Context: an optimization exercise on an open-source flow, tuned for small area, a short achievable clock period and few clock cycles per item. The choices shown serve that exercise and are no tape-out recipe.
In this exercise RTL edits were held to simulation tests only and were not proved equivalent to the original.

// nnTop
module nnTop #(
    parameter int NumNeurons = 10
) (
    input  logic CLK,
    input  logic rst,
    input  logic write,
    input  logic read,
    input  nnPkg::addr_t address,
    input  nnPkg::fixed_t writedata,
    output nnPkg::fixed_t readdata
);
clock: 12.5 ns
lec_check: 0
cap_margin: 20
core_margin: 2
core_utilization: 50
place_density: 0.7
slew_margin: 20
standard.sh (not shown) runs the stock make flow with config.mk's settings and CLKGATE_MAP_FILE= SYNTH_SCRIPT=/design/flow/synth_recipe.tcl, a recipe that flattens the netlist after the stock synthesis.
==> flow/flow/run.sh <==
#!/bin/bash
# The standard layout (standard.sh) with these changes:
#  - after the standard synthesis, flow/polarity.py moves inverters between
#    full adders into the adders' polarity (a full adder with all inputs
#    inverted has both outputs inverted), which drops most of them; ABC's
#    combinational equivalence check must pass or the netlist stays as it was;
#  - port buffers are buf_4 rather than the default pick;
#  - clock tree leaves take larger clusters of registers, with no dummy
#    loads.
# Each tool writes its full output to a log file here.
set -euo pipefail
export BUFFER_PORTS_ARGS="-buffer_cell sky130_fd_sc_hd__buf_4"
export SETUP_SLACK_MARGIN=5.5
export CTS_ARGS="-sink_clustering_enable -repair_clock_nets -sink_clustering_size 16 -sink_clustering_max_diameter 200 -dont_use_dummy_load"
R=$PWD/orfs/results/$FLOW_PLATFORM/nnTop/base
bash standard.sh $R/1_2_yosys.v > synth.log 2>&1
cp $R/1_2_yosys.v netlist_synth.v
python3 flow/polarity.py netlist_synth.v netlist_polarity.v > polarity.log 2>&1
if bash flow/check_equiv.sh netlist_synth.v netlist_polarity.v > equiv.log 2>&1; then
  echo "equivalent: using the polarity netlist" >> polarity.log
  cp netlist_polarity.v $R/1_2_yosys.v
else
  echo "not shown equivalent: keeping the synthesis netlist" >> polarity.log
fi
bash standard.sh > standard.log 2>&1
Other scripts of this flow, unchanged in this note and not shown: flow/flow/check_equiv.sh, flow/flow/polarity.py
Testbench counts at the start, summed over its fixed seeds: cycles 7,168, evals 512.
Next try:
--- a/flow/flow/run.sh
+++ b/flow/flow/run.sh
@@ -11,5 +11,5 @@
 set -euo pipefail
 export BUFFER_PORTS_ARGS="-buffer_cell sky130_fd_sc_hd__buf_4"
-export SETUP_SLACK_MARGIN=5.5
+export SETUP_SLACK_MARGIN=5.3
 export CTS_ARGS="-sink_clustering_enable -repair_clock_nets -sink_clustering_size 16 -sink_clustering_max_diameter 200 -dont_use_dummy_load"
 R=$PWD/orfs/results/$FLOW_PLATFORM/nnTop/base
CORE_UTILIZATION = 45   (was 50)
PLACE_DENSITY = not set   (was 0.7)
Result: Setup slack got worse by 52 ps; count of clock-buffer cells in the layout does not change; global-route usage came out lower by 2.5 points; clock skew came out higher by 16 ps; routed wire length came out higher slightly; synthesized cell count stays the same; final cell count came out higher slightly; non-clock buffer count came out lower by 58; worst hold slack got worse by 36 ps; area after synthesis is unchanged.
Next try:
==> flow/flow/run.sh (replaced) <==
#!/bin/bash
set -euo pipefail
export BUFFER_PORTS_ARGS="-buffer_cell sky130_fd_sc_hd__buf_4"
export SETUP_SLACK_MARGIN=5.3
R=$PWD/orfs/results/$FLOW_PLATFORM/nnTop/base
bash standard.sh $R/1_2_yosys.v > synth.log 2>&1
cp $R/1_2_yosys.v netlist_synth.v
python3 flow/polarity.py netlist_synth.v netlist_polarity.v > polarity.log 2>&1
if bash flow/check_equiv.sh netlist_synth.v netlist_polarity.v > equiv.log 2>&1; then
  echo "equivalent: using the polarity netlist" >> polarity.log
  cp netlist_polarity.v $R/1_2_yosys.v
else
  echo "not shown equivalent: keeping the synthesis netlist" >> polarity.log
fi
bash standard.sh > standard.log 2>&1
Design area goes up by 2.1%.
Hold slack stays flat.
Fmax goes up by 0.51%.
Register-to-register slack is worse by 30 ps.
Wire length stays flat.
Setup slack is better by 37 ps.


nnTop again, from the RTL that the note above started with.
Design nnTop, start of the top module:
module nnTop #(
    parameter int NumNeurons = 10
) (
    input  logic CLK,
    input  logic rst,
    input  logic write,
    input  logic read,
    input  nnPkg::addr_t address,
    input  nnPkg::fixed_t writedata,
    output nnPkg::fixed_t readdata
);
    logic [NumNeurons-1:0][nnPkg::DataWidth-1:0] weightIn;
    logic [NumNeurons-1:0][nnPkg::DataWidth-1:0] weightOut;
    nnPkg::fixed_t offset;
    logic start;
    logic writeIn0;
    logic selInBus;
    logic busy;
    logic done;
    logic valid2;
    logic phase1;
    logic [NumNeurons-1:0] selIn;
    logic [NumNeurons-1:0] selOut;
    nnPkg::fixed_t result;
    logic error;
    nnRegisterFile #(.NumNeurons(NumNeurons)) regFile_i (
        .CLK(CLK), .rst(rst), .write(write), .read(read),
        .address(address), .writedata(writedata),
        .busy(busy), .done(done), .error(error), .result(result),
        .readdata(readdata), .weightIn(weightIn), .weightOut(weightOut),
        .offset(offset), .start(start), .writeIn0(writeIn0)
    );
    nnSequencer #(.NumNeurons(NumNeurons)) seq_i (
        .CLK(CLK), .rst(rst), .start(start), .writeIn0(writeIn0), .selInBus(selInBus),
        .selIn(selIn), .selOut(selOut),
        .valid2(valid2), .phase1(phase1), .busy(busy), .done(done)
    );
    nnDatapath #(.NumNeurons(NumNeurons)) datapath_i (
        .CLK(CLK), .rst(rst), .busy(busy), .valid2(valid2), .start(start), .phase1(phase1),
  ...
export LEC_CHECK = 0
export CAP_MARGIN = 20
export CORE_MARGIN = 2
export CORE_UTILIZATION = 45
export PLACE_DENSITY = 0.75
export SLEW_MARGIN = 20
create_clock -name core_clock -period 12.5 [get_ports {CLK}]
==> flow/flow/run.sh <==
#!/bin/bash
# The standard layout (standard.sh) with these changes:
#  - after the standard synthesis, flow/polarity.py moves inverters between
#    full adders into the adders' polarity (a full adder with all inputs
#    inverted has both outputs inverted), which drops most of them; ABC's
#    combinational equivalence check must pass or the netlist stays as it was;
#  - port buffers are buf_4 rather than the default pick;
#  - clock tree leaves take larger clusters of registers, with no dummy
#    loads.
# Each tool writes its full output to a log file here.
set -euo pipefail
export BUFFER_PORTS_ARGS="-buffer_cell sky130_fd_sc_hd__buf_4"
export SETUP_SLACK_MARGIN=5.3
export CTS_ARGS="-sink_clustering_enable -repair_clock_nets -sink_clustering_size 16 -sink_clustering_max_diameter 200 -dont_use_dummy_load"
R=$PWD/orfs/results/$FLOW_PLATFORM/nnTop/base
bash standard.sh $R/1_2_yosys.v > synth.log 2>&1
cp $R/1_2_yosys.v netlist_synth.v
python3 flow/polarity.py netlist_synth.v netlist_polarity.v > polarity.log 2>&1
if bash flow/check_equiv.sh netlist_synth.v netlist_polarity.v > equiv.log 2>&1; then
  echo "equivalent: using the polarity netlist" >> polarity.log
  cp netlist_polarity.v $R/1_2_yosys.v
else
  echo "not shown equivalent: keeping the synthesis netlist" >> polarity.log
fi
bash standard.sh > standard.log 2>&1
Other scripts of this flow, unchanged in this note and not shown: flow/flow/check_equiv.sh, flow/flow/polarity.py
Testbench counts at the start, summed over its fixed seeds: cycles 7,168, evals 512.
Next try:
==> flow/flow/run.sh (replaced) <==
#!/bin/bash
set -euo pipefail
export BUFFER_PORTS_ARGS="-buffer_cell sky130_fd_sc_hd__buf_4"
export SETUP_SLACK_MARGIN=5.6
R=$PWD/orfs/results/$FLOW_PLATFORM/nnTop/base
bash standard.sh $R/1_2_yosys.v > synth.log 2>&1
cp $R/1_2_yosys.v netlist_synth.v
python3 flow/polarity.py netlist_synth.v netlist_polarity.v > polarity.log 2>&1
if bash flow/check_equiv.sh netlist_synth.v netlist_polarity.v > equiv.log 2>&1; then
  echo "equivalent: using the polarity netlist" >> polarity.log
  cp netlist_polarity.v $R/1_2_yosys.v
else
  echo "not shown equivalent: keeping the synthesis netlist" >> polarity.log
fi
bash standard.sh > standard.log 2>&1
--- a/flow/config.mk
+++ b/flow/config.mk
@@ -9,4 +9,3 @@
 export CORE_MARGIN = 2
-export CORE_UTILIZATION = 45
-export PLACE_DENSITY = 0.75
+export CORE_UTILIZATION = 55
 export SLEW_MARGIN = 20
After rerunning: Cell count went down by 2.6%. Global-route usage increases by 11 points. Clock skew goes up by 0.036 ns. Design area increases by 4.1%. Flip-flop and latch count stays the same.

[afterwards: timing with drivers on the ports]
In the flow no input, the clock included, has a driving cell. The finished layouts below were timed again as built, in two steps. Step 1 sets driving cells, clkbuf_16 on the clock port and buf_2 on the other inputs (assumed; they add their load-dependent delay and slew). Step 2 times the ports against the registers' clock, not the clock port: input delays grow and output delays shrink by t, the midpoint of the rising clock arrivals with the driver on. Three values: ideal, step 1, step 2; two values: the first two.
| run | t, ns | setup WS [ns] | latest minus earliest clock arrival (ns) | worst slew at a driven data input, ns |
|---|---|---|---|---|
| the first run of note 1 | 0.732 | 5.252 / 5.206 / 5.206 | 0.098 / 0.098 | 0.09 |
| the second run of note 1 | 0.730 | 5.200 / 5.115 / 5.115 | 0.105 / 0.105 | 0.10 |
| the third run of note 1 | 0.794 | 5.237 / 5.165 / 5.165 | 0.106 / 0.106 | 0.09 |
| the first run of note 2 | 0.736 | 5.179 / 5.068 / 5.068 | 0.093 / 0.094 | 0.11 |
| the second run of note 2 | 0.838 | 5.350 / 5.285 / 5.223 | 0.129 / 0.129 | 0.11 |
After both steps every run listed still meets setup and hold. The setup slack of the second run of note 2, which loses most, moves by -0.065 ns with the drivers and by -0.127 ns with both steps.
